Source: an optimization exercise on an open RTL-to-GDS flow (aim: small area, a short achievable clock period and few clock cycles). Production flows keep margins and buffers that such runs may drop. RTL that was checked went through simulation tests only; none was proved equivalent to the original. Function not checked in runs 2 to 5: the RTL went through the layout flow alone. Power is estimated from default activity; no workload was simulated.

--- flow/design.v ---
`timescale 1ns / 1ps
`default_nettype none
package rctw_pkg;
  localparam int IN_TDATA_W  = 160;
  localparam int OUT_TDATA_W = 64;
  localparam int OUT_TUSER_W = 4;
  localparam int CFG_IDX_W   = 3;
  localparam int CFG_DATA_W  = 24;
  localparam int POS_W = 25;
  localparam logic [1:0] REGION_SKY   = 2'd0;
  localparam logic [1:0] REGION_WALL  = 2'd1;
  localparam logic [1:0] REGION_FLOOR = 2'd2;
endpackage
`default_nettype wire
`timescale 1ns / 1ps
`default_nettype none
module rctw_div (
  input  logic                      clk,
  input  logic                      rst_n,
  input  logic                      start,
  input  logic [8:0]                tex_width,
  input  logic [15:0]               line_height,
  input  logic [10:0]               draw_start,    
  input  logic [10:0]               half_height,   
  input  logic                      advance,       
  output logic                      busy,
  output logic                      busy_nxt,
  output logic                      prime,
  output logic [rctw_pkg::POS_W-1:0] position
);
  localparam int PW = rctw_pkg::POS_W;
  logic [4:0]    cnt_r;     
  logic [15:0]   div_r;
  logic [15:0]   rem_r;
  logic [PW-1:0] quo_r;     
  logic [16:0]   off_r;
  logic [PW-1:0] pos_r;
  logic          ph_sum;
  logic          ph_sub;
  logic          ph_div;
  logic          horner;
  logic [16:0]   trial;
  logic [16:0]   diff;
  logic          fits;
  logic [PW-1:0] add_a;
  logic [PW-1:0] add_b;
  logic [PW-1:0] pos_sum;
  logic [4:0] cnt_nxt;
  logic       ph_off;
  logic       busy_r;
  assign busy     = busy_r;
  assign cnt_nxt  = start ? 5'd1 : (!busy || prime) ? 5'd0 : cnt_r + 5'd1;
  assign busy_nxt = (cnt_nxt != 5'd0);
  assign trial = {rem_r, quo_r[PW-1]};
  assign diff  = trial - {1'b0, div_r};
  assign fits  = ~diff[16];
  always_comb begin
    if (ph_sum) begin
      add_a = {14'd0, draw_start};
      add_b = {10'd0, div_r[15:1]};    
    end else if (ph_sub) begin
      add_a = pos_r;
      add_b = ~{14'd0, half_height};
    end else if (horner) begin
      add_a = {pos_r[PW-2:0], 1'b0};
      add_b = quo_r[0] ? {{(PW-17){off_r[16]}}, off_r} : '0;
    end else begin
      add_a = pos_r;
      add_b = quo_r;
    end
  end
  logic [PW:0] pos_x;
  assign pos_x   = {add_a, 1'b1} + {add_b, ph_sub};
  assign pos_sum = pos_x[PW:1];
  always_ff @(posedge clk) begin
    if (!rst_n) begin
      cnt_r  <= '0;
      busy_r <= 1'b0;
      ph_sum <= 1'b0;
      ph_sub <= 1'b0;
      ph_off <= 1'b0;
      ph_div <= 1'b0;
      horner <= 1'b0;
      prime  <= 1'b0;
    end else begin
      cnt_r  <= cnt_nxt;
      busy_r <= busy_nxt;
      ph_sum <= (cnt_nxt == 5'd1);
      ph_sub <= (cnt_nxt == 5'd2);
      ph_off <= (cnt_nxt == 5'd3);
      ph_div <= (cnt_nxt >= 5'd3) && (cnt_nxt <= 5'd27);
      horner <= (cnt_nxt >= 5'd3) && (cnt_nxt <= 5'd28);
      prime  <= (cnt_nxt == 5'd29);
    end
  end
  always_ff @(posedge clk) begin
    if (start) begin
      quo_r <= {tex_width, 16'd0};
    end else if (ph_div) begin
      quo_r <= {quo_r[PW-2:0], fits};
    end
    if (busy || advance) begin
      pos_r <= pos_sum;
    end
  end
  always_ff @(posedge clk) begin
    if (start) begin
      div_r <= (line_height == 16'd0) ? 16'd1 : line_height;
      rem_r <= '0;
    end else if (ph_div) begin
      rem_r <= fits ? diff[15:0] : trial[15:0];
    end
    if (ph_off) begin
      off_r <= pos_r[16:0];
    end
  end
  assign position = pos_r;
endmodule
`default_nettype wire
`timescale 1ns / 1ps
`default_nettype none
module rctw_ctrl (
  input  logic        clk,
  input  logic        rst_n,
  input  logic        start,
  input  logic [23:0] perp,
  input  logic [17:0] dir,
  input  logic [15:0] pos_lo,
  input  logic [8:0]  tex_width,
  input  logic        mirror,
  input  logic        cnt_load,
  input  logic [11:0] cnt_value,
  input  logic        cnt_dec,
  output logic        cnt_one,
  output logic        busy,
  output logic        busy_nxt,
  output logic        tex_load,
  output logic [7:0]  tex_col
);
  logic [4:0]  st_r;       
  logic [23:0] a_r;
  logic [23:0] m_r;
  logic [17:0] q_r;
  logic [15:0] f_r;
  logic [8:0]  tw_r;
  logic        mir_r;
  logic [4:0]  st_nxt;
  logic        busy_r;
  logic        ph_shift_r;   
  logic        ph_last_r;    
  logic        ph_frac_r;    
  logic        ph_twm_r;     
  logic        ph_mirr_r;    
  logic        ph_tex_r;     
  logic        bit_en;
  logic        sub;
  logic [23:0] opnd;
  logic [24:0] sum;
  logic [25:0] sum_x;
  logic [15:0] f_sum;
  assign busy     = busy_r;
  assign st_nxt   = start ? 5'd1 : (!busy || ph_tex_r) ? 5'd0 : st_r + 5'd1;
  assign busy_nxt = (st_nxt != 5'd0);
  assign tex_load = ph_tex_r;
  always_ff @(posedge clk) begin
    if (!rst_n) begin
      st_r       <= '0;
      busy_r     <= 1'b0;
      ph_shift_r <= 1'b0;
      ph_last_r  <= 1'b0;
      ph_frac_r  <= 1'b0;
      ph_twm_r   <= 1'b0;
      ph_mirr_r  <= 1'b0;
      ph_tex_r   <= 1'b0;
    end else begin
      st_r       <= st_nxt;
      busy_r     <= busy_nxt;
      ph_shift_r <= ((st_nxt >= 5'd1) && (st_nxt <= 5'd18))
                 || ((st_nxt >= 5'd20) && (st_nxt <= 5'd28));
      ph_last_r  <= (st_nxt == 5'd18);
      ph_frac_r  <= (st_nxt == 5'd19);
      ph_twm_r   <= (st_nxt == 5'd28);
      ph_mirr_r  <= (st_nxt == 5'd29);
      ph_tex_r   <= (st_nxt == 5'd30);
    end
  end
  assign sub    = ph_last_r || ph_mirr_r;
  assign bit_en = (ph_shift_r && q_r[0]) || ph_mirr_r;
  assign opnd   = bit_en ? (m_r ^ {24{sub}}) : 24'd0;
  assign sum_x  = {1'b0, a_r, 1'b1} + {1'b0, opnd, bit_en & sub};
  assign sum    = sum_x[25:1];
  assign f_sum   = f_r + (busy ? {a_r[13:0], q_r[17:16]} : 16'hFFFF);
  assign cnt_one = (f_r == 16'd1);
  always_ff @(posedge clk) begin
    if (start || ph_frac_r) begin
      a_r <= '0;
    end else if (ph_shift_r) begin
      a_r <= sum[24:1];
    end else if (ph_mirr_r && mir_r) begin
      a_r[14:7] <= ~sum[14:7];
    end
  end
  always_ff @(posedge clk) begin
    if (start) begin
      m_r   <= perp;
      q_r   <= dir;
      f_r   <= pos_lo;
      tw_r  <= tex_width;
      mir_r <= mirror;
    end else if (busy) begin
      if (ph_shift_r) begin
        q_r <= {sum[0], q_r[17:1]};
      end else if (ph_frac_r) begin
        q_r <= {9'd0, tw_r};
      end
      if (ph_frac_r) begin
        m_r <= {8'd0, f_sum};
      end else if (ph_twm_r) begin
        m_r <= {8'd0, tw_r, 7'd0};
      end
    end else if (cnt_load) begin
      f_r <= {4'd0, cnt_value};
    end else if (cnt_dec) begin
      f_r <= f_sum;
    end
  end
  assign tex_col = a_r[14:7];
endmodule
`default_nettype wire
`timescale 1ns / 1ps
`default_nettype none
module rctw_datapath (
  input  logic                            clk,
  input  logic                            rst_n,
  input  logic                            cfg_we,
  input  logic [rctw_pkg::CFG_IDX_W-1:0]  cfg_index,
  input  logic [rctw_pkg::CFG_DATA_W-1:0] cfg_data,
  input  logic                            in_tvalid,
  input  logic                            in_tuser,
  input  logic [rctw_pkg::IN_TDATA_W-1:0] in_tdata,
  output logic                            in_tready,
  output logic                            out_valid,
  input  logic                            out_ready,
  output logic [21:0]                     pixel_addr,
  output logic [15:0]                     texel_index,
  output logic [23:0]                     flat_color,
  output logic [1:0]                      region,
  output logic [1:0]                      texture_id,
  output logic                            last_row
);
  logic [8:0]  tex_width_r;
  logic [8:0]  hmask_r;         
  logic [11:0] screen_width_r;
  logic [11:0] screen_height_r;
  logic [23:0] sky_color_r;
  logic [23:0] floor_color_r;
  logic        sw_write;
  assign sw_write = cfg_we && (cfg_index == 3'd2);
  always_ff @(posedge clk) begin
    if (!rst_n) begin
      tex_width_r     <= 9'd64;
      hmask_r         <= 9'd63;
      screen_width_r  <= 12'd640;
      screen_height_r <= 12'd480;
      sky_color_r     <= '0;
      floor_color_r   <= '0;
    end else if (cfg_we) begin
      case (cfg_index)
        3'd0: tex_width_r     <= cfg_data[8:0];
        3'd1: hmask_r         <= cfg_data[8:0] - 9'd1;
        3'd2: screen_width_r  <= cfg_data[11:0];
        3'd3: screen_height_r <= cfg_data[11:0];
        3'd4: sky_color_r     <= cfg_data;
        3'd5: floor_color_r   <= cfg_data;
        default: ;
      endcase
    end
  end
  logic in_tready_r;
  logic col_acc;
  logic row_acc;
  assign in_tready = in_tready_r;
  assign col_acc   = in_tvalid && in_tready_r && !in_tuser;
  assign row_acc   = in_tvalid && in_tready_r && in_tuser;
  logic [10:0] column_r;
  logic [10:0] ds_r;
  logic [10:0] de_r;
  logic [1:0]  tsel_r;
  logic [11:0] rc_r;
  logic        side;
  logic        rdx_neg;
  logic        rdy_neg;
  assign side    = in_tdata[115];
  assign rdx_neg = in_tdata[72];
  assign rdy_neg = in_tdata[90];
  logic       busy_a;
  logic       busy_b;
  logic       busy_a_nxt;
  logic       busy_b_nxt;
  logic [7:0] tex_col;
  logic [24:0] tex_pos;
  logic       cnt_load;
  logic       cnt_dec;
  logic       cnt_one;
  logic       advance;
  logic       prime;
  logic       tex_load;
  rctw_ctrl u_col (
    .clk       (clk),
    .rst_n     (rst_n),
    .start     (col_acc),
    .perp      (in_tdata[114:91]),
    .dir       (side ? in_tdata[72:55] : in_tdata[90:73]),
    .pos_lo    (side ? in_tdata[26:11] : in_tdata[48:33]),
    .tex_width (tex_width_r),
    .mirror    (side ? rdy_neg : !rdx_neg),
    .cnt_load  (cnt_load),
    .cnt_value (rc_r),
    .cnt_dec   (cnt_dec),
    .cnt_one   (cnt_one),
    .busy      (busy_a),
    .busy_nxt  (busy_a_nxt),
    .tex_load  (tex_load),
    .tex_col   (tex_col)
  );
  rctw_div u_step (
    .clk         (clk),
    .rst_n       (rst_n),
    .start       (col_acc),
    .tex_width   (tex_width_r),
    .line_height (in_tdata[131:116]),
    .draw_start  (ds_r),
    .half_height (screen_height_r[11:1]),
    .advance     (advance),
    .busy        (busy_b),
    .busy_nxt    (busy_b_nxt),
    .prime       (prime),
    .position    (tex_pos)
  );
  logic        active;
  logic        is_sky;
  logic        is_wall;
  logic [11:0] rc_inc;
  logic        wall_inc;
  logic [15:0] texel;
  assign rc_inc     = rc_r + 12'd1;
  logic        sky_r;
  logic        wall_r;
  logic        act_r;
  logic        sky_inc;
  logic        act_inc;
  logic        sh_write;
  logic        sh_dirty_r;
  logic        act_lt;
  logic        last_eq;
  assign active     = act_r;
  assign is_sky     = sky_r;
  assign is_wall    = wall_r;
  assign sky_inc    = rc_inc < {1'b0, ds_r};
  assign wall_inc   = !sky_inc && (rc_inc <= {1'b0, de_r});
  assign act_lt     = rc_inc < screen_height_r;
  assign last_eq    = (rc_inc == screen_height_r);
  assign act_inc    = !rc_inc[11] && act_lt;
  assign sh_write   = cfg_we && (cfg_index == 3'd3);
  logic [15:0] cs_s_r;
  logic [15:0] cs_c_r;
  logic [8:0]  u_r;
  logic        tex_dirty_r;
  logic        fresh_r;      
  logic        reprime;
  logic        cs_load;
  logic [8:0]  u_raw;
  logic [8:0]  u;
  logic [10:0] tw3_r;        
  logic        tex_wr_r;     
  logic [15:0] pp [6];
  logic [15:0] l1s, l1c, l2s, l2c, l3s, l3c, l4s, l4c;
  logic [31:0] t1, t2, t3, t4;
  function automatic logic [31:0] csa(input logic [15:0] a, input logic [15:0] b,
                                      input logic [15:0] c);
    logic [15:0] sm;
    logic [15:0] cy;
    sm = a ^ b ^ c;
    cy = (a & b) | (a & c) | (b & c);
    csa = {sm, cy[14:0], 1'b0};
  endfunction
  function automatic logic [15:0] pick(input logic [1:0] d, input logic [8:0] tw,
                                       input logic [10:0] tw3);
    case (d)
      2'd0:    pick = 16'd0;
      2'd1:    pick = {7'd0, tw};
      2'd2:    pick = {6'd0, tw, 1'b0};
      default: pick = {5'd0, tw3};
    endcase
  endfunction
  always_ff @(posedge clk) begin
    tw3_r <= {2'd0, tex_width_r} + {1'd0, tex_width_r, 1'b0};
  end
  assign u_raw = (reprime || tex_load) ? u_r : tex_pos[24:16];
  assign u     = u_raw & hmask_r;
  always_comb begin
    for (int i = 0; i < 4; i++) begin
      pp[i] = pick(u[2*i+1 -: 2], tex_width_r, tw3_r) << (2 * i);
    end
    pp[4] = u[8] ? {tex_width_r[7:0], 8'd0} : 16'd0;
    pp[5] = {8'd0, tex_col};
    t1  = csa(pp[0], pp[1], pp[2]);
    l1s = t1[31:16];
    l1c = t1[15:0];
    t2  = csa(pp[3], pp[4], pp[5]);
    l2s = t2[31:16];
    l2c = t2[15:0];
    t3  = csa(l1s, l1c, l2s);
    l3s = t3[31:16];
    l3c = t3[15:0];
    t4  = csa(l3s, l3c, l2c);
    l4s = t4[31:16];
    l4c = t4[15:0];
  end
  assign texel = cs_s_r + cs_c_r;
  logic        held_r;       
  logic        dirty_r;      
  logic        ff_r;         
  logic        o_valid_r;
  logic [21:0] o_addr_r;
  logic [15:0] o_texel_r;
  logic        o_sky_r;
  logic        o_wall_r;
  logic        o_floor_r;
  logic [1:0]  o_tsel_r;
  logic        o_last_r;
  logic        want;
  logic        can_gen;
  logic        fire;
  logic        held_nxt;
  logic        busy_nxt;
  logic        busy;
  logic        stall_nxt;
  logic        ff_step;
  logic        ff_begin;
  logic        ff_done;
  logic        rc_zero;
  assign rc_zero  = (rc_r == 12'd0);
  logic [21:0] addr_nxt;
  assign addr_nxt = (rc_zero || (dirty_r && !ff_r)) ? {11'd0, column_r}
                  : o_addr_r + {10'd0, screen_width_r};
  assign want     = (held_r || row_acc) && active;
  assign can_gen  = (!o_valid_r || out_ready) && !dirty_r && !tex_dirty_r && !sh_dirty_r
                 && !(is_wall && busy);
  assign fire     = want && can_gen;
  assign held_nxt = (held_r || row_acc) && (active || sh_dirty_r) && !can_gen;
  assign advance  = fire && is_wall;
  assign ff_begin = dirty_r && !ff_r && !busy_a && !col_acc;
  assign ff_step  = ff_r && !cnt_one && !col_acc;
  assign ff_done  = ff_r && cnt_one;
  assign cnt_load = ff_begin;
  assign cnt_dec  = ff_step;
  assign busy_nxt = busy_a_nxt || busy_b_nxt;
  assign busy     = busy_a || busy_b;
  always_comb begin
    if (col_acc) begin
      stall_nxt = (in_tdata[142:132] == 11'd0);
    end else if (fire) begin
      stall_nxt = busy_nxt && wall_inc;
    end else begin
      stall_nxt = busy_nxt && is_wall;
    end
  end
  always_ff @(posedge clk) begin
    if (!rst_n) begin
      in_tready_r <= 1'b1;
      held_r      <= 1'b0;
      dirty_r     <= 1'b0;
      ff_r        <= 1'b0;
      o_valid_r   <= 1'b0;
      column_r    <= '0;
      sky_r       <= 1'b0;
      sh_dirty_r  <= 1'b0;
      wall_r      <= 1'b1;
      act_r       <= 1'b1;
      ds_r        <= '0;
      de_r        <= '0;
      tsel_r      <= '0;
      rc_r        <= '0;
    end else begin
      in_tready_r <= !held_nxt && !stall_nxt;
      held_r      <= held_nxt;
      if (fire) begin
        o_valid_r <= 1'b1;
      end else if (out_ready) begin
        o_valid_r <= 1'b0;
      end
      if (col_acc) begin
        sky_r  <= (in_tdata[142:132] != 11'd0);
        wall_r <= (in_tdata[142:132] == 11'd0);
      end else if (fire) begin
        sky_r  <= sky_inc;
        wall_r <= wall_inc;
      end
      sh_dirty_r <= sh_write;
      if (col_acc) begin
        act_r <= (screen_height_r != 12'd0);
      end else if (sh_dirty_r) begin
        act_r <= !rc_r[11] && (act_lt || last_eq);
      end else if (fire) begin
        act_r <= act_inc;
      end
      if (col_acc) begin
        column_r <= in_tdata[10:0];
        ds_r     <= in_tdata[142:132];
        de_r     <= in_tdata[153:143];
        tsel_r   <= side ? {1'b0, !rdy_neg} : {1'b1, !rdx_neg};
        rc_r     <= '0;
      end else if (fire) begin
        rc_r     <= rc_inc;
      end
      if (sw_write) begin
        dirty_r <= 1'b1;
      end else if (col_acc || (ff_begin && rc_zero) || ff_done) begin
        dirty_r <= 1'b0;
      end
      if (col_acc || ff_done || sw_write) begin
        ff_r <= 1'b0;
      end else if (ff_begin && !rc_zero) begin
        ff_r <= 1'b1;
      end
    end
  end
  assign reprime = tex_dirty_r && !tex_wr_r && !busy_a && !busy_b;
  assign cs_load = advance || tex_load || reprime;
  always_ff @(posedge clk) begin
    if (!rst_n) begin
      tex_dirty_r <= 1'b0;
      tex_wr_r    <= 1'b0;
      fresh_r     <= 1'b1;
    end else begin
      tex_wr_r <= cfg_we && (cfg_index[2:1] == 2'd0);
      if (cfg_we && (cfg_index[2:1] == 2'd0)) begin
        tex_dirty_r <= 1'b1;
      end else if (reprime) begin
        tex_dirty_r <= 1'b0;
      end
      if (col_acc) begin
        fresh_r <= 1'b0;
      end
    end
  end
  always_ff @(posedge clk) begin
    if (cs_load) begin
      cs_s_r <= l4s;
      cs_c_r <= l4c;
    end
    if (advance || prime) begin
      u_r <= tex_pos[24:16];
    end
  end
  always_ff @(posedge clk) begin
    if (fire) begin
      o_addr_r  <= addr_nxt;
      o_texel_r <= (is_wall && !fresh_r) ? texel : 16'd0;
      o_sky_r   <= is_sky;
      o_wall_r  <= is_wall;
      o_floor_r <= !is_sky && !is_wall;
      o_tsel_r  <= tsel_r;
      o_last_r  <= last_eq;
    end else if ((ff_begin && !rc_zero) || ff_step) begin
      o_addr_r  <= addr_nxt;
    end
  end
  assign out_valid   = o_valid_r;
  assign pixel_addr  = o_addr_r;
  assign texel_index = o_texel_r;
  assign flat_color  = ({24{o_sky_r}} & sky_color_r) | ({24{o_floor_r}} & floor_color_r);
  assign region      = {o_floor_r, o_wall_r};
  assign texture_id  = o_tsel_r;
  assign last_row    = o_last_r;
endmodule
`default_nettype wire
`timescale 1ns / 1ps
`default_nettype none
module raycast_column_texture_walker_core #(
  parameter int FRAC_BITS = 16
) (
  input  logic                             clk,
  input  logic                             rst_n,
  input  logic                             cfg_valid,
  output logic                             cfg_ready,
  input  logic [rctw_pkg::CFG_IDX_W-1:0]   cfg_index,
  input  logic [rctw_pkg::CFG_DATA_W-1:0]  cfg_data,
  input  logic                             in_tvalid,
  output logic                             in_tready,
  input  logic [rctw_pkg::IN_TDATA_W-1:0]  in_tdata,
  input  logic                             in_tuser,
  output logic                             out_tvalid,
  input  logic                             out_tready,
  output logic [rctw_pkg::OUT_TDATA_W-1:0] out_tdata,
  output logic [rctw_pkg::OUT_TUSER_W-1:0] out_tuser,
  output logic                             out_tlast
);
  logic [21:0] pixel_addr;
  logic [15:0] texel_index;
  logic [23:0] flat_color;
  logic [1:0]  region;
  logic [1:0]  texture_id;
  assign cfg_ready = 1'b1;
  rctw_datapath u_dp (
    .clk         (clk),
    .rst_n       (rst_n),
    .cfg_we      (cfg_valid),
    .cfg_index   (cfg_index),
    .cfg_data    (cfg_data),
    .in_tvalid   (in_tvalid),
    .in_tuser    (in_tuser),
    .in_tdata    (in_tdata),
    .in_tready   (in_tready),
    .out_valid   (out_tvalid),
    .out_ready   (out_tready),
    .pixel_addr  (pixel_addr),
    .texel_index (texel_index),
    .flat_color  (flat_color),
    .region      (region),
    .texture_id  (texture_id),
    .last_row    (out_tlast)
  );
  assign out_tdata = {2'd0, flat_color, texel_index, pixel_addr};
  assign out_tuser = {texture_id, region};
endmodule
`default_nettype wire
--- flow/flow/run.sh ---
#!/bin/bash
# Standard layout (the standard.sh: standard synthesis, ORFS floorplan to
# finish, same SDC), with two make settings added on its command line:
#  * BUFFER_PORTS_ARGS from flow/ports.txt: the cell buffer_ports puts on every
#    input and output port (it still buffers every port).
# Each make run's full output goes to its own log here.
set -euo pipefail
MARGIN=$(cat flow/margin.txt)
PORTBUF=$(cat flow/ports.txt)
sed -E "s/ SETUP_SLACK_MARGIN=[^ ]*//; s/CLKGATE_MAP_FILE= /CLKGATE_MAP_FILE= SETUP_SLACK_MARGIN=$MARGIN 'BUFFER_PORTS_ARGS=-buffer_cell $PORTBUF' /" standard.sh > standard_margin.sh
grep -q "SETUP_SLACK_MARGIN=$MARGIN " standard_margin.sh
bash standard_margin.sh synth > make_synth.log 2>&1
bash standard_margin.sh finish > make_finish.log 2>&1
test -s out/final.def
--- flow/flow/margin.txt ---
6.5
--- flow/flow/ports.txt ---
sky130_fd_sc_hd__buf_2
--- flow/standard.sh ---
#!/bin/bash
# synth_recipe.tcl (not shown) runs the flow's synth.tcl, then flattens the netlist and writes it again
# the make line also repeats each setting of config.mk as NAME=value (left out here)
make -C /OpenROAD-flow-scripts/flow DESIGN_CONFIG=/design/flow/config.mk WORK_HOME=/design/flow/orfs CLKGATE_MAP_FILE= SYNTH_SCRIPT=/design/flow/synth_recipe.tcl "${@:-finish}"
--- flow/config.mk ---
export PLATFORM = sky130hd
export DESIGN_NAME = raycast_column_texture_walker_core
export DESIGN_NICKNAME = raycast_column_texture_walker_core
export VERILOG_FILES = /design/flow/design.v
export SDC_FILE = /design/flow/constraint.sdc
export NUM_CORES = 4
export LEC_CHECK = 0
export CAP_MARGIN = 20
export CORE_MARGIN = 2
export CORE_UTILIZATION = 60
export SLEW_MARGIN = 20
--- flow/constraint.sdc ---
create_clock -name core_clock -period 10.0 [get_ports {clk}]
set_input_delay 2.0000 -clock core_clock [delete_from_list [all_inputs] [get_ports {clk}]]
set_output_delay 2.0000 -clock core_clock [all_outputs]
set_load 0.01 [all_outputs]
==> flow_metrics.py, run 1 <==
metrics = {
    "synthesis": {
        "netlist_area_um2": 27200,
        "netlist_top_cells_area": "edfxtp_1 (24%), dfxtp_1 (18%), ha_1 (8.0%), nand2_1 (6.5%), mux2i_1 (4.9%)",
        "ys_warn_count": 4,
        "synth-seq-area-share_pct": 41.7,
        "async_flop_share_pct": 0,
        "synthDistinctLibCells": 73,
        "synthCells": 2964,
        "synth_common_cells": "nand2_1 (471), dfxtp_1 (240), edfxtp_1 (218)",
        "synth_edf_count": 218,
        "avgSynthCellArea_um2": 9.19,
        "yosys.area.top_type_share_pct": 24.0,
        "post-synth-top-area-cell": "edfxtp_1",
        "ys_seq_elements": 458,
        "dominantRegCellSynth": "dfxtp_1",
        "synth_most_common_cell": "nand2_1",
    },
    "clock_network": {
        "cts_tree": "built",
        "cts_made_buffers": 51,
        "clk_latency_ps": 620,
        "path_clk_slew_ps": 60,
        "h-tree-depth": 2,
        "root_buffer": "clkbuf_16",
        "cts_buffer_depth": 3,
        "cts_sinks": 458,
    },
    "setup_path": {
        "cp.required_ps": 8000,
        "startpoint_type": "register",
        "cp_data_arrival_time_ps": 1640,
        "critPathKind": "register to primary output",
        "critPathMaxFanout": 12,
        "endpoint_kind": "primary output",
    },
    "die": {
        "die_h_um": 217,
        "die_x_um": 217,
        "num_rows": 78,
        "die_area_um2": 47100,
        "start_util_pct": 60.4,
        "core_um2": 45100,
        "ios": 265,
    },
    "timing": {
        "slew_headroom_pct": 30.8,
        "finalHoldViolCount": 0,
        "min_period_over_period_pct": 36.4,
        "drv_slew": 0,
        "timing.hold.ws_ps": 431,
        "skew_ps": 23.9,
        "finalCriticalPeriod_ps": 3640,
        "worst_pin_slew_ps": 1030,
        "finalSetupTns_ps": 0,
        "setup_violations": 0,
        "fmax_mhz": 275,
        "rsz0062_at_grt": "yes",
    },
    "global_route": {
        "grt-busiest-layer": "met2",
        "use_met2_pct": 50.6,
        "grt_usage_pct": 30.2,
        "use_met3_pct": 4.51,
        "antenna_found_initial": 2,
        "grt_pass1_vias": 21500,
        "overflow": 0,
        "grt_pass1_wl_mm": 114,
        "met1_usage_pct": 39.8,
        "grt_max_degree": 94,
    },
    "place": {
        "portBuffers": 243,
        "place_hpwl_mm": 49.8,
        "place.gp.congestion": 0.939,
    },
    "route": {
        "dr.pass1.iters": 5,
        "drc": 0,
        "postRouteWirelength_mm": 74.3,
        "vias_per_cell": 5.93,
        "first_iter_violations": 1761,
        "route.antenna.remaining_nets": 0,
        "wire_per_inst_um": 19.4,
        "num_vias": 22600,
    },
    "power_and_ir_drop": {
        "sw_frac_of_total_pct": 30.1,
        "irDropWorstVdd_mv": 0.174,
        "power_frac_seq_pct": 41.5,
        "p_leak_nw": 13.1,
        "combPwrFrac_pct": 23.8,
        "power.density_nw_per_um2": 174,
        "power.share.clock_pct": 34.8,
        "p_int_mw": 3.85,
        "switchingPower_mw": 1.66,
    },
    "run": {
        "maxCapViolCount": 0,
    },
    "cells_and_area": {
        "area_growth_pct": 16.2,
        "drive_gt1_share_pct": 16.1,
        "num-nets-final": 3578,
        "nFillCells": 3504,
    },
    "hold_path": {
        "hp-class": "register to register",
    },
    "status": {
        "status": "complete, no violations",
    },
}
==> worst paths after layout <==
kind | from | end | slack, ps | cells past startpoint
worst max-delay path | u_dp.o_sky_r | out_tdata[45] | 6360 | 3
worst min-delay path | u_dp.tsel_r[0] | u_dp.o_tsel_r[0] | 430 | 0
worst max register to register | u_dp.u_step.busy_r | u_dp.cs_s_r[4] | 6510 | 15
worst min register to register | u_dp.tsel_r[0] | u_dp.o_tsel_r[0] | 430 | 0
==> worst max-delay path, cell delays in order (launching register included) <==
cell and delay [ps]:
edfxtp_1 420, buf_6 190, a22o_1 270, buf_2 150
==> power groups by stage <==
stage                     Clock (mW)  Combinational (mW)  Sequential, mW
final                           1.91                1.31            2.28
after detailed placement           0                1.16            2.32
after global routing            2.01                1.45            2.30
after floorplan                    0               0.882            2.28
after CTS                       1.94                1.22            2.28
after global placement             0                1.12            2.32
==> layout make-up <==
type / count / area [um2] / area share (%)
multi-input combinational: 2212 / 15200 / 48.2
sequential: 458 / 11400 / 36.0
timing repair buffer: 328 / 2040 / 6.44
clock buffer: 74 / 1510 / 4.76
tap: 600 / 751 / 2.37
inverter: 124 / 495 / 1.57
clock inverter: 22 / 210 / 0.665
timing repair inverter: 2 / 16.3 / 0.0514
antenna: 1 / 2.50 / 0.00791
==> timing repair <==
| item | in CTS | in global routing |
|---|---|---|
| gates resized for setup | 56 | 77 |
| hold buffers | 0 | 0 |
| endpoints found under the setup margin | 310 | 130 |
| pin swaps | 10 | 36 |
| setup buffers | 32 | 30 |
| cloned | 5 | 4 |
==> per-stage QoR <==
step / setup WS, ps / utilization (%) / std cells / cell area [um2] / power (mW)
global route: 6330 / 70.1 / 3821 / 31600 / 5.75
detailed placement: 5030 / 63.7 / 3652 / 28700 / 3.48
finish: 6360 / 70.1 / 3821 / 31600 / 5.51
global placement: 5110 / 63.7 / 3652 / 28700 / 3.44
CTS: 6370 / 68.7 / 3785 / 31000 / 5.44
floorplan: 6490 / - / 2965 / 27300 / 3.16
==> cell families (layout without fill, tap and decap cells) <==
kind of cell	Yosys count	after routing	synth area share (%)
AOI/OAI and AO/OA	685	686	16.5
buffers and inverters	298	550	4.22
xor gates and xnor gates	159	159	5.11
DFF	458	458	41.7
other	2	4	0.0276
and+or+nand+nor	1011	1013	16.7
muxes	143	143	5.30
adders and majority gates	208	208	10.5
==> registers in the layout, summed over array words and instances, names as in the netlist, 12 cells and up <==
name	flops
u_dp.screen_width_r	12
u_dp.u_step.pos_r	25
u_dp.u_step.div_r	16
u_dp.u_step.off_r	17
u_dp.u_col.m_r	24
u_dp.u_step.quo_r	25
u_dp.screen_height_r	12
u_dp.u_col.f_r	16
u_dp.o_texel_r	16
u_dp.u_col.q_r	18
u_dp.cs_s_r	16
u_dp.u_col.a_r	24
u_dp.o_addr_r	22
u_dp.rc_r	12
u_dp.floor_color_r	24
u_dp.u_step.rem_r	16
u_dp.cs_c_r	14
u_dp.sky_color_r	24
==> routing by layer <==
| metal | part of all wire [%] | wire length [um] | vias to the layer above |
|---|---|---|---|
| met1 | 43 | 31600 | 10800 |
| met5 | 0.015 | 11 | - |
| met2 | 47 | 35000 | 799 |
| met4 | 3.8 | 2830 | 2 |
| met3 | 6.4 | 4760 | 190 |
| li1 | - | - | 10900 |
==> cells in the final DEF, fill, tap and decap left out, drive strengths merged, types with 34 or more instances in the layout <==
| cell | count |
|---|---|
| nand2 | 471 |
| buf | 325 |
| dfxtp | 240 |
| edfxtp | 218 |
| nor2 | 205 |
| ha | 175 |
| a21oi | 170 |
| o21ai | 142 |
| mux2i | 133 |
| inv | 125 |
| a21boi | 117 |
| xnor2 | 80 |
| xor2 | 79 |
| clkbuf | 77 |
| nand3 | 66 |
| nor3 | 47 |
| nor2b | 46 |
| a211oi | 40 |
| nand2b | 37 |
| and2 | 34 |
Testbench counts, summed over its fixed seeds: cycles 27,984.
==> run 2, diff against run 1 <==
--- a/flow/design.v
+++ b/flow/design.v
@@ -425,5 +425,5 @@
   logic [21:0] o_addr_r;
   logic [15:0] o_texel_r;
-  logic        o_sky_r;
+  logic [23:0] o_flat_r;
   logic        o_wall_r;
   logic        o_floor_r;
@@ -559,5 +559,5 @@
       o_addr_r  <= addr_nxt;
       o_texel_r <= (is_wall && !fresh_r) ? texel : 16'd0;
-      o_sky_r   <= is_sky;
+      o_flat_r  <= is_sky ? sky_color_r : is_wall ? 24'd0 : floor_color_r;
       o_wall_r  <= is_wall;
       o_floor_r <= !is_sky && !is_wall;
@@ -571,5 +571,5 @@
   assign pixel_addr  = o_addr_r;
   assign texel_index = o_texel_r;
-  assign flat_color  = ({24{o_sky_r}} & sky_color_r) | ({24{o_floor_r}} & floor_color_r);
+  assign flat_color  = o_flat_r;
   assign region      = {o_floor_r, o_wall_r};
   assign texture_id  = o_tsel_r;
==> run 2 against run 1 <==
Area after synthesis increased by 2.8%. Clock skew down 3.6 ps. Global-route usage rose by 0.28 points. Wire length grew 2.8%. Flip-flop and latch count up 23. Sequential share of layout area up 1.1 points. Fmax rose by 3.5%. Critical path depth up 4. Design area increased by 2.9%. Synthesized cell count up 1.4%. Non-clock buffer count increased by 9. Critical endpoint is now u_dp.cs_c_r[15]. Highest routed layer is now met4.
==> flow_metrics.py, run 2 <==
metrics = {
    "global_route": {
        "antenna_found_initial": 3,
        "met1_usage_pct": 42.4,
        "use_met3_pct": 3.49,
        "grt_usage_pct": 30.5,
        "grt_max_degree": 108,
        "overflow": 0,
        "use_met2_pct": 49.5,
        "grt-busiest-layer": "met2",
        "grt_pass1_wl_mm": 116,
        "grt_pass1_vias": 21600,
    },
    "synthesis": {
        "synth_edf_count": 241,
        "ys_warn_count": 4,
        "yosys.area.top_type_share_pct": 25.9,
        "netlist_area_um2": 28000,
        "synthCells": 3006,
        "async_flop_share_pct": 0,
        "dominantRegCellSynth": "edfxtp_1",
        "avgSynthCellArea_um2": 9.31,
        "synth-seq-area-share_pct": 43.0,
        "synth_most_common_cell": "nand2_1",
        "synth_common_cells": "nand2_1 (472), edfxtp_1 (241), dfxtp_1 (240)",
        "post-synth-top-area-cell": "edfxtp_1",
        "ys_seq_elements": 481,
        "synthDistinctLibCells": 79,
        "netlist_top_cells_area": "edfxtp_1 (26%), dfxtp_1 (17%), ha_1 (7.8%), nand2_1 (6.3%), mux2i_1 (4.7%)",
    },
    "place": {
        "pre_cts_ws_ps": 4810,
        "portBuffers": 243,
        "dpl_cell_area_um2": 29500,
        "place.gp.congestion": 0.919,
        "place_hpwl_mm": 50.9,
    },
    "setup_path": {
        "startpoint_type": "input port",
        "cp.required_ps": 10250,
        "cpPeakStageDelay_ps": 410,
        "cp_data_arrival_time_ps": 3760,
        "critPathKind": "input port to register",
        "crit_slowest_cell": "nand2_4",
        "path_delay_family": "simple AND/OR/NAND/NOR gates",
        "r2r_cells": 14,
        "endpoint_kind": "register",
        "crit_buf_inv": 2,
        "critPathMaxFanout": 30,
        "critPathLaunch": "out_tready",
        "r2r_slack_ps": 6500,
        "rr_endpoint": "u_dp.cs_s_r[7]",
        "crit_chain": "buf_2, nand2b_1, and3_1, nand3b_1, clkinv_8, nand2_2, nand2_4",
        "r2r_start": "u_dp.u_step.busy_r",
    },
    "timing": {
        "setup_violations": 0,
        "fmax_mhz": 284,
        "finalSetupTns_ps": 0,
        "slew_headroom_pct": 25.1,
        "worst_slack_ps": 6480,
        "skew_ps": 20.3,
        "drv_slew": 0,
        "worst_pin_slew_ps": 1110,
        "timing.hold.ws_ps": 435,
        "min_period_over_period_pct": 35.2,
        "finalCriticalPeriod_ps": 3520,
        "finalHoldViolCount": 0,
        "rsz0062_at_grt": "yes",
    },
    "power_and_ir_drop": {
        "switchingPower_mw": 1.83,
        "combPwrFrac_pct": 25.8,
        "p_leak_nw": 13.4,
        "irDropWorstVdd_mv": 0.140,
        "power.density_nw_per_um2": 181,
        "p_int_mw": 4.06,
        "power.share.clock_pct": 32.6,
        "sw_frac_of_total_pct": 31.0,
        "power_frac_seq_pct": 41.6,
    },
    "clock_network": {
        "cts_buffer_depth": 3,
        "clk_latency_ps": 610,
        "h-tree-depth": 2,
        "path_clk_slew_ps": 60,
        "cts_sinks": 481,
        "cts_made_buffers": 51,
        "cts_tree": "built",
        "root_buffer": "clkbuf_16",
        "hold_buffers": 0,
    },
    "die": {
        "core_um2": 46300,
        "die_h_um": 220,
        "ios": 265,
        "start_util_pct": 60.5,
        "num_rows": 79,
        "die_area_um2": 48400,
        "die_x_um": 220,
    },
    "cells_and_area": {
        "design_area_um2": 32600,
        "reg.largest.list": "u_dp.u_step.pos_r x25, u_dp.u_step.quo_r x25",
        "area_growth_pct": 16.3,
        "num-nets-final": 3627,
        "final_common_cell": "nand2_1",
        "layout_common_cells": "nand2_1 (463), buf_2 (242), edfxtp_1 (241), dfxtp_1 (226), ha_1 (173)",
        "drive_gt1_share_pct": 17.2,
        "nFillCells": 3563,
    },
    "hold_path": {
        "worstHoldStart": "u_dp.tsel_r[1]",
        "hold_end": "u_dp.o_tsel_r[1]",
        "hold_depth": 0,
        "hp-class": "register to register",
    },
    "status": {
        "status": "complete, no violations",
    },
    "route": {
        "num_vias": 23000,
        "route.antenna.remaining_nets": 0,
        "dr.pass1.iters": 5,
        "first_iter_violations": 1902,
        "vias_per_cell": 5.94,
        "drc": 0,
        "wire_per_inst_um": 19.7,
        "postRouteWirelength_mm": 76.4,
    },
    "run": {
        "maxCapViolCount": 0,
    },
}
[run 2: cell types whose count changed in the layout (fill, tap and decap cells not counted), sizes merged, moves of 7 or more]
cell	previous run	this run
or3	19	31
o21ai	142	164
xor2	79	70
nor2	205	183
nand2b	37	48
nor2b	46	57
edfxtp	218	241
buf	325	334
and2	34	41
[run 2: kinds of logic (layout without fill, tap and decap cells)]
family | count (synthesis) | after routing | share of synthesized area [%]
xor+xnor | 148 | 148 | 4.66
fa+ha+maj | 208 | 208 | 10.2
mux | 141 | 141 | 5.08
buf+inv | 305 | 562 | 4.21
other cells | 2 | 6 | 0.0268
flops | 481 | 481 | 43.0
simple gates | 1029 | 1034 | 16.9
compound gates | 692 | 692 | 15.9
[run 2: layer usage]
| layer | vias up | wire [um] |
|---|---|---|
| li1 | 11000 | - |
| met2 | 867 | 35500 |
| met1 | 11000 | 33300 |
| met3 | 155 | 5200 |
| met4 | 0 | 2440 |
| met5 | - | 0 |
[run 2: worst max-delay path by stage]
stage / end / slack (ps) / cells past startpoint
after CTS: u_dp.u_col.a_r[23] / 6500 / 14
after detailed placement: u_dp.o_addr_r[18] / 4810 / 8
after global placement: u_dp.o_addr_r[19] / 4870 / 8
after floorplan: u_dp.cs_s_r[10] / 6490 / 12
after global routing: u_dp.cs_s_r[7] / 6370 / 14
final: u_dp.cs_c_r[15] / 6480 / 7
[run 2: stage by stage]
step	utilization [%]	instances	power (mW)
after floorplan	-	3007	3.45
after global placement	63.8	3695	3.78
after detailed placement	63.8	3696	3.83
after CTS	68.7	3821	5.81
after global routing	70.4	3877	6.16
final	70.4	3879	5.89
[run 2: power groups by stage]
stage	registers, mW	clock network, mW	logic (mW)
floorplan	2.44	0	1.01
global placement	2.48	0	1.30
detailed placement	2.48	0	1.35
CTS	2.44	1.95	1.41
global route	2.46	2.02	1.67
finish	2.45	1.92	1.52
[run 2: final cells by class]
class | instances | area (um2) | area share [%]
Multi-Input combinational cell | 2226 | 15300 | 47.1
Sequential cell | 481 | 12100 | 37.1
Timing Repair Buffer | 337 | 2140 | 6.59
Clock buffer | 70 | 1480 | 4.55
Tap cell | 607 | 759 | 2.33
Inverter | 125 | 502 | 1.54
Clock inverter | 26 | 228 | 0.699
Timing Repair inverter | 4 | 33.8 | 0.104
Antenna cell | 3 | 7.51 | 0.0231
[run 2: timing repair]
item,CTS,global route
endpoints found under the setup margin,313,84
setup buffers,19,50
pin swaps,13,48
gates resized for setup,73,95
gates cloned,10,4
==> run 3, diff against run 2 <==
==> flow/flow/ports.txt (replaced) <==
sky130_fd_sc_hd__buf_1
==> run 3 against run 2 <==
Via count shrank 0.35%. Sequential power is essentially flat. Core utilization shrank 0.56 points. Non-clock buffer count shrank 3. Clock power grew 8%. Hold slack gained 6.6 ps. Die area is the same. Area after synthesis is the same. Fmax shrank 2.3%. Register-to-register slack lost 99 ps.
==> flow_metrics.py, run 3 <==
metrics = {
    "power_and_ir_drop": {
        "power.density_nw_per_um2": 185,
        "p_leak_nw": 12.7,
        "sw_frac_of_total_pct": 30.2,
        "power.share.clock_pct": 34.7,
        "combPwrFrac_pct": 24.4,
        "power_frac_seq_pct": 40.9,
        "switchingPower_mw": 1.81,
        "p_int_mw": 4.18,
        "total_power_mw": 5.99,
        "irDropWorstVdd_mv": 0.153,
    },
    "cells_and_area": {
        "num-nets-final": 3619,
        "area_growth_pct": 15.4,
        "drive_gt1_share_pct": 9.53,
        "design_area_um2": 32300,
        "reg.largest.list": "u_dp.u_step.pos_r x25, u_dp.u_step.quo_r x25",
        "final_cells": 3871,
        "layout_common_cells": "nand2_1 (463), buf_1 (241), edfxtp_1 (241), dfxtp_1 (226), nor2_1 (175)",
        "final_common_cell": "nand2_1",
        "fin_util_pct": 69.8,
    },
    "clock_network": {
        "path_clk_slew_ps": 60,
        "cts_tree": "built",
        "root_buffer": "clkbuf_16",
        "cts_made_buffers": 52,
        "hold_buffers": 0,
        "clk_latency_ps": 610,
        "h-tree-depth": 2,
        "cts_sinks": 481,
        "cts_buffer_depth": 3,
    },
    "synthesis": {
        "synthXorXnorAreaFrac_pct": 4.66,
        "synth_common_cells": "nand2_1 (472), edfxtp_1 (241), dfxtp_1 (240)",
        "ys_warn_count": 4,
        "ys_seq_elements": 481,
        "synthMuxAreaShare_pct": 5.08,
        "netlist_top_cells_area": "edfxtp_1 (26%), dfxtp_1 (17%), ha_1 (7.8%), nand2_1 (6.3%), mux2i_1 (4.7%)",
        "netlist_area_um2": 28000,
        "avgSynthCellArea_um2": 9.31,
        "synth_most_common_cell": "nand2_1",
        "synth_compound_area_share_pct": 15.9,
        "synthDistinctLibCells": 79,
        "post-synth-top-area-cell": "edfxtp_1",
        "dominantRegCellSynth": "edfxtp_1",
        "async_flop_share_pct": 0,
        "synth_edf_count": 241,
        "yosys.area.top_type_share_pct": 25.9,
        "synth-seq-area-share_pct": 43.0,
        "synth_top_family_by_area": "simple AND/OR/NAND/NOR gates",
        "synth_fa_ha_area_share_pct": 10.2,
        "synthSimpleGateAreaFrac_pct": 16.9,
        "synthCells": 3006,
    },
    "route": {
        "first_iter_violations": 1676,
        "wire_per_inst_um": 19.1,
        "num_vias": 22900,
        "vias_per_cell": 5.93,
        "postRouteWirelength_mm": 74.1,
        "dr.pass1.iters": 5,
        "drc": 0,
        "route.antenna.remaining_nets": 0,
    },
    "die": {
        "die_area_um2": 48400,
        "num_rows": 79,
        "start_util_pct": 60.5,
        "core_um2": 46300,
        "die_h_um": 220,
        "ios": 265,
        "die_x_um": 220,
    },
    "global_route": {
        "use_met3_pct": 4.94,
        "grt-busiest-layer": "met2",
        "met1_usage_pct": 40.4,
        "use_met2_pct": 48.7,
        "grt_max_degree": 118,
        "antenna_found_initial": 2,
        "grt_usage_pct": 29.8,
        "grt_pass1_vias": 21800,
        "overflow": 0,
        "grt_pass1_wl_mm": 114,
    },
    "place": {
        "place.gp.congestion": 0.914,
        "dpl_cell_area_um2": 29300,
        "place_hpwl_mm": 50.3,
        "portBuffers": 243,
        "pre_cts_ws_ps": 4880,
        "post-place-cells": 3703,
    },
    "hold_path": {
        "hp-class": "register to register",
        "hold_depth": 0,
        "hold_end": "u_dp.o_tsel_r[1]",
        "worstHoldStart": "u_dp.tsel_r[1]",
    },
    "timing": {
        "finalSetupTns_ps": 0,
        "drv_slew": 0,
        "setup_violations": 0,
        "fmax_mhz": 278,
        "finalCriticalPeriod_ps": 3600,
        "timing.hold.ws_ps": 442,
        "skew_ps": 30.2,
        "finalHoldViolCount": 0,
        "worst_pin_slew_ps": 1090,
        "min_period_over_period_pct": 36.0,
        "rsz0062_at_grt": "yes",
        "slew_headroom_pct": 26.4,
        "worst_slack_ps": 6400,
    },
    "setup_path": {
        "path_delay_family": "adder cells",
        "cpPeakStageDelay_ps": 560,
        "critPathKind": "register to register",
        "crit_buf_inv": 6,
        "r2r_cells": 15,
        "critPathLaunch": "u_dp.u_col.busy_r",
        "crit_slowest_cell": "fa_2",
        "cp_data_arrival_time_ps": 3930,
        "startpoint_type": "register",
        "cp_common_cell": "buf_6",
        "endpoint_kind": "register",
        "critPathMaxFanout": 7,
        "r2r_start": "u_dp.u_col.busy_r",
        "rr_endpoint": "u_dp.cs_s_r[10]",
        "crit_chain": "buf_12, nor3_4, a21oi_2, buf_6, buf_12, mux2i_2, nor2b_2, buf_6, and2_4, buf_6, a21oi_2, fa_2, inv_1, fa_2, fa_1",
        "cp.required_ps": 10330,
        "r2r_slack_ps": 6400,
    },
    "run": {
        "maxCapViolCount": 0,
    },
    "status": {
        "status": "complete, no violations",
    },
}
[run 3: cell counts after synthesis]
Identical to the previous run, type by type.
[run 3: cells by family (layout without fill, tap and decap cells)]
| kind of cell | after synthesis | in the layout |
|---|---|---|
| DFF | 481 | 481 |
| AOI/OAI and AO/OA | 692 | 692 |
| other | 2 | 5 |
| muxes | 141 | 141 |
| and+or+nand+nor | 1029 | 1030 |
| xor gates and xnor gates | 148 | 148 |
| adders and majority gates | 208 | 208 |
| buffers and inverters | 305 | 559 |
[run 3: worst max-delay path by stage]
stage / end / cells after the start
5_1_grt: u_dp.cs_s_r[7] / 15
6_report: u_dp.cs_s_r[10] / 15
2_1_floorplan: u_dp.cs_s_r[10] / 12
3_5_place_dp: u_dp.o_addr_r[21] / 8
3_3_place_gp: u_dp.o_addr_r[19] / 8
4_1_cts: u_dp.u_col.f_r[11] / 8
[run 3: power groups by stage]
stage | combinational (mW) | sequential, mW | clock (mW)
6_report | 1.46 | 2.45 | 2.08
3_3_place_gp | 1.28 | 2.48 | 0
5_1_grt | 1.61 | 2.46 | 2.18
2_1_floorplan | 1.01 | 2.44 | 0
4_1_cts | 1.40 | 2.44 | 2.11
3_5_place_dp | 1.32 | 2.48 | 0
[run 3: area by class of cell]
cell class,count,area (um2)
fill,3641,14000
timing repair buffer,334,1850
clock buffer,62,1410
tap,607,759
timing repair inverter,2,16.3
clock inverter,36,443
inverter,125,502
multi-input combinational,2222,15200
sequential,481,12100
antenna,2,5.00
[run 3: what timing repair did]
action	CTS	global route
setup endpoints to repair	280	146
gates cloned	6	4
pin swaps	19	43
resized for setup	70	91
buffers inserted	33	25
[run 3: per-layer routing]
layer / share of wire [%] / vias up
met5: 0 / -
met4: 2.9 / 0
met3: 6.9 / 143
met2: 47 / 769
met1: 43 / 11000
li1: - / 11000
==> run 4, diff against run 3 <==
--- a/flow/design.v
+++ b/flow/design.v
@@ -107,8 +107,6 @@
     if (start) begin
       div_r <= (line_height == 16'd0) ? 16'd1 : line_height;
-      rem_r <= '0;
-    end else if (ph_div) begin
-      rem_r <= fits ? diff[15:0] : trial[15:0];
     end
+    rem_r <= ph_sub ? 16'd0 : fits ? diff[15:0] : trial[15:0];
     if (ph_off) begin
       off_r <= pos_r[16:0];
@@ -204,14 +202,8 @@
     if (start) begin
       m_r   <= perp;
-      q_r   <= dir;
       f_r   <= pos_lo;
       tw_r  <= tex_width;
       mir_r <= mirror;
     end else if (busy) begin
-      if (ph_shift_r) begin
-        q_r <= {sum[0], q_r[17:1]};
-      end else if (ph_frac_r) begin
-        q_r <= {9'd0, tw_r};
-      end
       if (ph_frac_r) begin
         m_r <= {8'd0, f_sum};
@@ -225,4 +217,13 @@
     end
   end
+  always_ff @(posedge clk) begin
+    if (start) begin
+      q_r <= dir;
+    end else if (ph_frac_r) begin
+      q_r <= {9'd0, tw_r};
+    end else begin
+      q_r <= {sum[0], q_r[17:1]};
+    end
+  end
   assign tex_col = a_r[14:7];
 endmodule
@@ -425,5 +426,5 @@
   logic [21:0] o_addr_r;
   logic [15:0] o_texel_r;
-  logic [23:0] o_flat_r;
+  logic        o_sky_r;
   logic        o_wall_r;
   logic        o_floor_r;
@@ -559,5 +560,5 @@
       o_addr_r  <= addr_nxt;
       o_texel_r <= (is_wall && !fresh_r) ? texel : 16'd0;
-      o_flat_r  <= is_sky ? sky_color_r : is_wall ? 24'd0 : floor_color_r;
+      o_sky_r   <= is_sky;
       o_wall_r  <= is_wall;
       o_floor_r <= !is_sky && !is_wall;
@@ -571,5 +572,5 @@
   assign pixel_addr  = o_addr_r;
   assign texel_index = o_texel_r;
-  assign flat_color  = o_flat_r;
+  assign flat_color  = ({24{o_sky_r}} & sky_color_r) | ({24{o_floor_r}} & floor_color_r);
   assign region      = {o_floor_r, o_wall_r};
   assign texture_id  = o_tsel_r;
==> flow/flow/ports.txt (replaced) <==
sky130_fd_sc_hd__buf_2
==> run 4 against run 3 <==
Hold slack got worse by 3.0 ps. Clock power fell by 8%. Final cell count fell by 0.10%. Worst setup slack got worse by 26 ps. Critical path type is now register to primary output. Highest routed layer is now met5.
==> flow_metrics.py, run 4 <==
metrics = {
    "status": {
        "status": "complete, no violations",
    },
    "die": {
        "die_x_um": 216,
        "die_h_um": 216,
        "core_um2": 44300,
        "ios": 265,
        "start_util_pct": 60.8,
        "die_area_um2": 46600,
        "num_rows": 77,
    },
    "clock_network": {
        "hold_buffers": 0,
        "cts_buffer_depth": 3,
        "cts_made_buffers": 50,
        "clk_latency_ps": 610,
        "root_buffer": "clkbuf_16",
        "cts_tree": "built",
        "path_clk_slew_ps": 60,
        "h-tree-depth": 2,
        "cts_sinks": 458,
    },
    "setup_path": {
        "critPathKind": "register to primary output",
        "crit_chain": "buf_6, a22o_1, buf_2",
        "r2r_cells": 14,
        "cp.required_ps": 8000,
        "cpPeakStageDelay_ps": 440,
        "critPathMaxFanout": 12,
        "cp_data_arrival_time_ps": 1630,
        "startpoint_type": "register",
        "crit_slowest_cell": "edfxtp_1",
        "endpoint_kind": "primary output",
    },
    "synthesis": {
        "synth_common_cells": "nand2_1 (472), dfxtp_1 (258), nor2_1 (224)",
        "async_flop_share_pct": 0,
        "synthDistinctLibCells": 79,
        "netlist_top_cells_area": "edfxtp_1 (22%), dfxtp_1 (19%), ha_1 (8.1%), nand2_1 (6.6%), mux2i_1 (4.7%)",
        "synth_edf_count": 200,
        "yosys.area.top_type_share_pct": 22.3,
        "dominantRegCellSynth": "dfxtp_1",
        "synth-seq-area-share_pct": 41.5,
        "avgSynthCellArea_um2": 9.12,
        "synth_most_common_cell": "nand2_1",
        "netlist_area_um2": 26900,
        "post-synth-top-area-cell": "edfxtp_1",
        "synthCells": 2956,
        "ys_warn_count": 4,
        "ys_seq_elements": 458,
    },
    "power_and_ir_drop": {
        "irDropWorstVdd_mv": 0.187,
        "p_leak_nw": 13.6,
        "power.density_nw_per_um2": 191,
    },
    "run": {
        "maxCapViolCount": 0,
    },
    "place": {
        "portBuffers": 243,
        "dpl_cell_area_um2": 28500,
        "place_hpwl_mm": 49.0,
        "place.gp.congestion": 0.916,
    },
    "timing": {
        "min_period_over_period_pct": 36.3,
        "slew_headroom_pct": 28.6,
        "finalHoldViolCount": 0,
        "worst_pin_slew_ps": 1070,
        "setup_violations": 0,
        "fmax_mhz": 276,
        "skew_ps": 17.3,
        "finalCriticalPeriod_ps": 3630,
        "drv_slew": 0,
        "finalSetupTns_ps": 0,
        "rsz0062_at_grt": "yes",
    },
    "global_route": {
        "grt_usage_pct": 30.9,
        "grt-busiest-layer": "met2",
        "antenna_found_initial": 1,
        "grt_pass1_wl_mm": 116,
        "met1_usage_pct": 39.8,
        "use_met2_pct": 52.1,
        "overflow": 0,
        "grt_max_degree": 105,
        "use_met3_pct": 5.96,
        "grt_pass1_vias": 22300,
    },
    "hold_path": {
        "hold_depth": 0,
        "hp-class": "register to register",
    },
    "cells_and_area": {
        "reg.largest.list": "u_dp.u_step.pos_r x25, u_dp.u_step.quo_r x25",
        "multi_input_area_um2": 15200,
        "regArea_um2": 11200,
        "num-nets-final": 3632,
        "final_common_cell": "nand2_1",
        "area_growth_pct": 19.5,
        "nFillCells": 3336,
        "layout_common_cells": "nand2_1 (462), dfxtp_1 (249), buf_2 (243), nor2_1 (216), edfxtp_1 (200)",
        "design_area_um2": 32200,
        "drive_gt1_share_pct": 19.2,
    },
    "route": {
        "num_vias": 22900,
        "dr.pass1.iters": 6,
        "postRouteWirelength_mm": 75.6,
        "vias_per_cell": 5.93,
        "first_iter_violations": 1763,
        "drc": 0,
        "route.antenna.remaining_nets": 0,
        "wire_per_inst_um": 19.6,
    },
}
run 4: cell count changes after synthesis, sizes merged, moves of 13 or more:
cell	change
a21oi	+19
a31o	+13
a31oi	-13
clkbuf	-15
dfxtp	+18
edfxtp	-41
nor2	+41
o21ai	-41
run 4: worst paths after layout:
check | start | end | slack [ps]
setup / recovery | u_dp.o_sky_r | out_tdata[41] | 6370
hold / removal | u_dp.tsel_r[0] | u_dp.o_tsel_r[0] | 440
setup reg to reg | u_dp.u_col.busy_r | u_dp.cs_s_r[10] | 6470
hold reg to reg | u_dp.tsel_r[0] | u_dp.o_tsel_r[0] | 440
run 4: layout make-up:
class,instances,share of cell area (%)
antenna,2,0.0155
clock buffer,77,4.67
clock inverter,17,0.653
inverter,128,1.59
multi-input combinational,2201,47.3
sequential,458,34.8
tap,592,2.30
timing repair buffer,389,8.59
timing repair inverter,3,0.0933
run 4: layer usage:
metal  part of all wire, %  up-vias  routed length, um
met5                 0.017        -                 13
met4                   3.1        2               2320
met3                   8.1      189               6100
met2                    47      890              35900
met1                    41    10900              31300
li1                      -    10900                  -
run 4: power by group:
part           leakage, nW  internal [mW]  total, mW  switching, mW
sequential            3.98           2.21       2.35          0.137
clock                0.852           1.14       1.92          0.781
combinational         8.74          0.845       1.88           1.04
total                 13.6           4.20       6.15           1.96
run 4: metrics by stage:
stage	util (%)	hold slack [ps]	power [mW]	setup slack, ps	cells
after detailed placement	64.2	424	3.96	4550	3639
final	72.7	439	6.15	6370	3867
after global placement	64.2	416	3.90	4640	3639
after CTS	70.4	439	6.01	6360	3805
after global routing	72.6	454	6.44	6330	3865
after floorplan	-	376	3.57	6500	2957
run 4: cells by family after synthesis:
kind of cell             count (synthesis)  share of synthesized area [%]
adder cells (fa/ha/maj)                208                           10.6
flip-flops                             458                           41.5
AND/OR/NAND/NOR                       1017                           16.8
buffers and inverters                  301                           4.32
XOR/XNOR                               155                           5.04
AO/OA/AOI/OAI                          682                           16.8
multiplexers                           133                           4.97
other                                    2                         0.0279
run 4: what timing repair did:
action                                  in CTS  in global routing
gates cloned                                13                  7
endpoints found under the setup margin     250                176
setup buffers                               59                 53
resized for setup                           87                120
pin swaps                                   29                 59
run 4: critical path, delay by kind of cell, from the launching register on:
kind | cells | cell delay (ps)
flip-flops | 1 | 440
buffers and inverters | 2 | 330
AO/OA/AOI/OAI | 1 | 240
==> run 5, diff against run 4 <==
--- a/flow/design.v
+++ b/flow/design.v
@@ -107,6 +107,8 @@
     if (start) begin
       div_r <= (line_height == 16'd0) ? 16'd1 : line_height;
+      rem_r <= '0;
+    end else if (ph_div) begin
+      rem_r <= fits ? diff[15:0] : trial[15:0];
     end
-    rem_r <= ph_sub ? 16'd0 : fits ? diff[15:0] : trial[15:0];
     if (ph_off) begin
       off_r <= pos_r[16:0];
@@ -134,4 +136,5 @@
   output logic        busy_nxt,
   output logic        tex_load,
+  output logic        tex_load_nxt,
   output logic [7:0]  tex_col
 );
@@ -161,4 +164,5 @@
   assign busy_nxt = (st_nxt != 5'd0);
   assign tex_load = ph_tex_r;
+  assign tex_load_nxt = (st_nxt == 5'd30);
   always_ff @(posedge clk) begin
     if (!rst_n) begin
@@ -180,5 +184,5 @@
       ph_twm_r   <= (st_nxt == 5'd28);
       ph_mirr_r  <= (st_nxt == 5'd29);
-      ph_tex_r   <= (st_nxt == 5'd30);
+      ph_tex_r   <= tex_load_nxt;
     end
   end
@@ -202,8 +206,14 @@
     if (start) begin
       m_r   <= perp;
+      q_r   <= dir;
       f_r   <= pos_lo;
       tw_r  <= tex_width;
       mir_r <= mirror;
     end else if (busy) begin
+      if (ph_shift_r) begin
+        q_r <= {sum[0], q_r[17:1]};
+      end else if (ph_frac_r) begin
+        q_r <= {9'd0, tw_r};
+      end
       if (ph_frac_r) begin
         m_r <= {8'd0, f_sum};
@@ -217,13 +227,4 @@
     end
   end
-  always_ff @(posedge clk) begin
-    if (start) begin
-      q_r <= dir;
-    end else if (ph_frac_r) begin
-      q_r <= {9'd0, tw_r};
-    end else begin
-      q_r <= {sum[0], q_r[17:1]};
-    end
-  end
   assign tex_col = a_r[14:7];
 endmodule
@@ -307,4 +308,5 @@
   logic       prime;
   logic       tex_load;
+  logic       tex_load_nxt;
   rctw_ctrl u_col (
     .clk       (clk),
@@ -323,4 +325,5 @@
     .busy_nxt  (busy_a_nxt),
     .tex_load  (tex_load),
+    .tex_load_nxt (tex_load_nxt),
     .tex_col   (tex_col)
   );
@@ -370,4 +373,7 @@
   logic        fresh_r;      
   logic        reprime;
+  logic        reprime_r;
+  logic        sel_u_r;
+  logic        go_r;
   logic        cs_load;
   logic [8:0]  u_raw;
@@ -398,5 +404,5 @@
     tw3_r <= {2'd0, tex_width_r} + {1'd0, tex_width_r, 1'b0};
   end
-  assign u_raw = (reprime || tex_load) ? u_r : tex_pos[24:16];
+  assign u_raw = sel_u_r ? u_r : tex_pos[24:16];
   assign u     = u_raw & hmask_r;
   always_comb begin
@@ -426,5 +432,5 @@
   logic [21:0] o_addr_r;
   logic [15:0] o_texel_r;
-  logic        o_sky_r;
+  logic [23:0] o_flat_r;
   logic        o_wall_r;
   logic        o_floor_r;
@@ -449,5 +455,5 @@
   assign can_gen  = (!o_valid_r || out_ready) && !dirty_r && !tex_dirty_r && !sh_dirty_r
                  && !(is_wall && busy);
-  assign fire     = want && can_gen;
+  assign fire     = (held_r || row_acc) && go_r && (!o_valid_r || out_ready);
   assign held_nxt = (held_r || row_acc) && (active || sh_dirty_r) && !can_gen;
   assign advance  = fire && is_wall;
@@ -528,5 +534,37 @@
     end
   end
-  assign reprime = tex_dirty_r && !tex_wr_r && !busy_a && !busy_b;
+  logic texw;
+  logic act_n, wall_n, dirty_n, tex_dirty_n, reprime_n;
+  assign texw = cfg_we && (cfg_index[2:1] == 2'd0);
+  always_comb begin
+    if (col_acc) begin
+      act_n  = (screen_height_r != 12'd0);
+      wall_n = (in_tdata[142:132] == 11'd0);
+    end else begin
+      act_n  = sh_dirty_r ? (!rc_r[11] && (act_lt || last_eq)) : fire ? act_inc : act_r;
+      wall_n = fire ? wall_inc : wall_r;
+    end
+    if (sw_write) begin
+      dirty_n = 1'b1;
+    end else if (col_acc || (ff_begin && rc_zero) || ff_done) begin
+      dirty_n = 1'b0;
+    end else begin
+      dirty_n = dirty_r;
+    end
+    tex_dirty_n = texw || (tex_dirty_r && !reprime);
+    reprime_n   = tex_dirty_n && !texw && !busy_a_nxt && !busy_b_nxt;
+  end
+  always_ff @(posedge clk) begin
+    if (!rst_n) begin
+      go_r      <= 1'b1;
+      reprime_r <= 1'b0;
+      sel_u_r   <= 1'b0;
+    end else begin
+      go_r      <= act_n && !dirty_n && !tex_dirty_n && !sh_write && !(wall_n && busy_nxt);
+      reprime_r <= reprime_n;
+      sel_u_r   <= reprime_n || tex_load_nxt;
+    end
+  end
+  assign reprime = reprime_r;
   assign cs_load = advance || tex_load || reprime;
   always_ff @(posedge clk) begin
@@ -560,5 +598,5 @@
       o_addr_r  <= addr_nxt;
       o_texel_r <= (is_wall && !fresh_r) ? texel : 16'd0;
-      o_sky_r   <= is_sky;
+      o_flat_r  <= is_sky ? sky_color_r : is_wall ? 24'd0 : floor_color_r;
       o_wall_r  <= is_wall;
       o_floor_r <= !is_sky && !is_wall;
@@ -572,5 +610,5 @@
   assign pixel_addr  = o_addr_r;
   assign texel_index = o_texel_r;
-  assign flat_color  = ({24{o_sky_r}} & sky_color_r) | ({24{o_floor_r}} & floor_color_r);
+  assign flat_color  = o_flat_r;
   assign region      = {o_floor_r, o_wall_r};
   assign texture_id  = o_tsel_r;
==> run 5 against run 4 <==
First-iteration DRC count decreased by 2.6%. Synthesized cell count is 3.0% higher. Non-clock buffer count shrank 85. Area after synthesis increased by 3.1%. Flip-flop and latch count grew 25. Wire length down 1.9%. Hold slack improved by 3.2 ps. Largest power group unchanged. Global-route usage shrank 0.97 points. Critical path depth grew 13. Clock power increased by 6%. Design area is 1.0% lower. Clock skew is essentially flat.
==> flow_metrics.py, run 5 <==
metrics = {
    "timing": {
        "skew_ps": 17.7,
        "fmax_mhz": 283,
        "worst_pin_slew_ps": 1110,
        "min_period_over_period_pct": 35.3,
        "drv_slew": 0,
        "finalCriticalPeriod_ps": 3530,
        "rsz0062_at_grt": "yes",
        "finalHoldViolCount": 0,
        "setup_violations": 0,
        "worst_slack_ps": 6470,
        "timing.hold.ws_ps": 442,
        "finalSetupTns_ps": 0,
        "slew_headroom_pct": 26.3,
    },
    "global_route": {
        "grt_usage_pct": 29.9,
        "overflow": 0,
        "grt_pass1_vias": 21900,
        "grt_pass1_wl_mm": 114,
        "grt_max_degree": 80,
        "antenna_found_initial": 2,
    },
    "route": {
        "vias_per_cell": 5.87,
        "wire_per_inst_um": 19.2,
        "num_vias": 22700,
        "postRouteWirelength_mm": 74.2,
        "drc": 0,
        "dr.pass1.iters": 5,
        "first_iter_violations": 1717,
        "route.antenna.remaining_nets": 0,
    },
    "setup_path": {
        "cp_data_arrival_time_ps": 3890,
        "critPathMaxFanout": 8,
        "cp.required_ps": 10360,
        "critPathKind": "register to register",
        "endpoint_kind": "register",
        "r2r_cells": 16,
        "startpoint_type": "register",
    },
    "synthesis": {
        "synthCells": 3045,
        "synth_most_common_cell": "nand2_1",
        "async_flop_share_pct": 0,
        "ys_warn_count": 4,
        "avgSynthCellArea_um2": 9.12,
        "synth_edf_count": 241,
        "post-synth-top-area-cell": "edfxtp_1",
        "synth-seq-area-share_pct": 43.5,
        "ys_seq_elements": 483,
        "netlist_top_cells_area": "edfxtp_1 (26%), dfxtp_1 (17%), ha_1 (7.9%), nand2_1 (6.7%), a21oi_1 (5.4%)",
        "yosys.area.top_type_share_pct": 26.0,
        "synth_common_cells": "nand2_1 (497), a21oi_1 (298), dfxtp_1 (242)",
        "dominantRegCellSynth": "dfxtp_1",
        "synthDistinctLibCells": 77,
        "netlist_area_um2": 27800,
    },
    "run": {
        "maxCapViolCount": 0,
    },
    "clock_network": {
        "cts_made_buffers": 53,
        "cts_tree": "built",
        "root_buffer": "clkbuf_16",
        "cts_buffer_depth": 3,
        "cts_sinks": 483,
        "path_clk_slew_ps": 60,
        "clk_latency_ps": 610,
        "h-tree-depth": 2,
    },
    "cells_and_area": {
        "layout_common_cells": "nand2_1 (490), a21oi_1 (285), buf_2 (244), edfxtp_1 (241), dfxtp_1 (231)",
        "final_common_cell": "nand2_1",
        "design_area_um2": 31900,
        "num-nets-final": 3630,
        "reg.largest.list": "u_dp.u_step.pos_r x25, u_dp.u_step.quo_r x25",
        "area_growth_pct": 14.7,
        "drive_gt1_share_pct": 15.3,
    },
    "place": {
        "place_hpwl_mm": 50.7,
        "portBuffers": 243,
        "place.gp.congestion": 0.900,
        "dpl_cell_area_um2": 29200,
        "pre_cts_ws_ps": 4990,
    },
    "die": {
        "ios": 265,
        "die_x_um": 219,
        "core_um2": 45600,
        "die_h_um": 219,
        "start_util_pct": 61.0,
        "die_area_um2": 48000,
        "num_rows": 78,
    },
    "power_and_ir_drop": {
        "irDropWorstVdd_mv": 0.149,
        "power.density_nw_per_um2": 181,
        "p_leak_nw": 13.2,
    },
    "status": {
        "status": "complete, no violations",
    },
    "hold_path": {
        "hold_depth": 0,
        "hp-class": "register to register",
    },
}
[run 5: cell types whose count changed after synthesis, moves of 14 or more]
| cell | before | now |
|---|---|---|
| a21boi_0 | 111 | 8 |
| a21oi_1 | 185 | 298 |
| a22o_1 | 27 | 5 |
| and2_1 | 39 | 21 |
| clkbuf_1 | 135 | 149 |
| dfxtp_1 | 258 | 242 |
| edfxtp_1 | 200 | 241 |
| nand2_1 | 472 | 497 |
| nand2b_1 | 38 | 64 |
| o21ai_0 | 120 | 164 |
[run 5: logic make-up after synthesis]
group / count (synthesis) / share of synthesized area (%)
AO/OA/AOI/OAI: 694 / 14.8
XOR/XNOR: 163 / 5.21
adder cells (fa/ha/maj): 208 / 10.3
buffers and inverters: 303 / 4.30
flip-flops: 483 / 43.5
multiplexers: 137 / 5.01
other: 2 / 0.0270
AND/OR/NAND/NOR: 1055 / 16.9
[run 5: cell type report]
cell class              instances  area [um2]
flip-flops and latches        483       12100
multi-input cells            2262       14900
well taps                     600         751
repair buffers                304        1840
diodes                          1        2.50
clock buffers                  78        1600
repair inverters                1        7.51
clock inverters                22         216
fillers                      3538       13700
inverters                     124         490
[run 5: final timing paths]
check / from / to / slack, ps
worst max-delay path: u_dp.u_step.horner / u_dp.u_step.pos_r[24] / 6470
worst max register to register: u_dp.u_step.horner / u_dp.u_step.pos_r[24] / 6470
worst min-delay path: u_dp.tsel_r[0] / u_dp.o_tsel_r[0] / 440
worst min register to register: u_dp.tsel_r[0] / u_dp.o_tsel_r[0] / 440
[run 5: timing repair]
item | in CTS | in global routing
pin swaps | 10 | 28
resized for setup | 51 | 53
setup endpoints to repair | 225 | 103
hold buffers | 0 | 0
setup buffers | 13 | 25
cloned | 1 | 5
[run 5: power breakdown]
group / switching [mW] / internal (mW)
Clock: 0.819 / 1.21
Sequential: 0.113 / 2.29
Combinational: 0.779 / 0.559
[run 5: critical path, stage by stage, from the launching register on]
cell and delay [ps]:
dfxtp_4 390, clkinvlp_4 140, buf_6 150, buf_6 130, nand2_1 70, a31oi_1 100, ha_1 360, buf_4 160
o21a_1 190, a21oi_2 210, o211ai_1 190, o211ai_1 340, o21ai_2 140, a2111oi_2 310, o21bai_1 130, a21oi_1 180
xnor2_1 80
[run 5: stage by stage]
step	power [mW]	util, %	cells
3_3_place_gp	3.61	64.2	3729
6_report	5.77	69.9	3875
2_1_floorplan	3.32	-	3046
4_1_cts	5.70	68.8	3843
5_1_grt	6.03	69.9	3875
3_5_place_dp	3.65	64.2	3729
[run 5: routing by layer]
metal / GRT usage (%) / part of all wire, % / routed length (um)
met5: 0 / 0.018 / 13
met3: 4.56 / 5.7 / 4200
met1: 38.3 / 42 / 31500
met2: 50.9 / 48 / 35800
met4: 11.8 / 3.6 / 2690

Setup slack of run 5, layout unchanged: 6.466 ns with ideal ports, 6.466 ns with driving cells assumed (clock clkbuf_16, inputs buf_2), 5.921 ns with port delays also shifted by the 0.665 ns mid clock arrival.
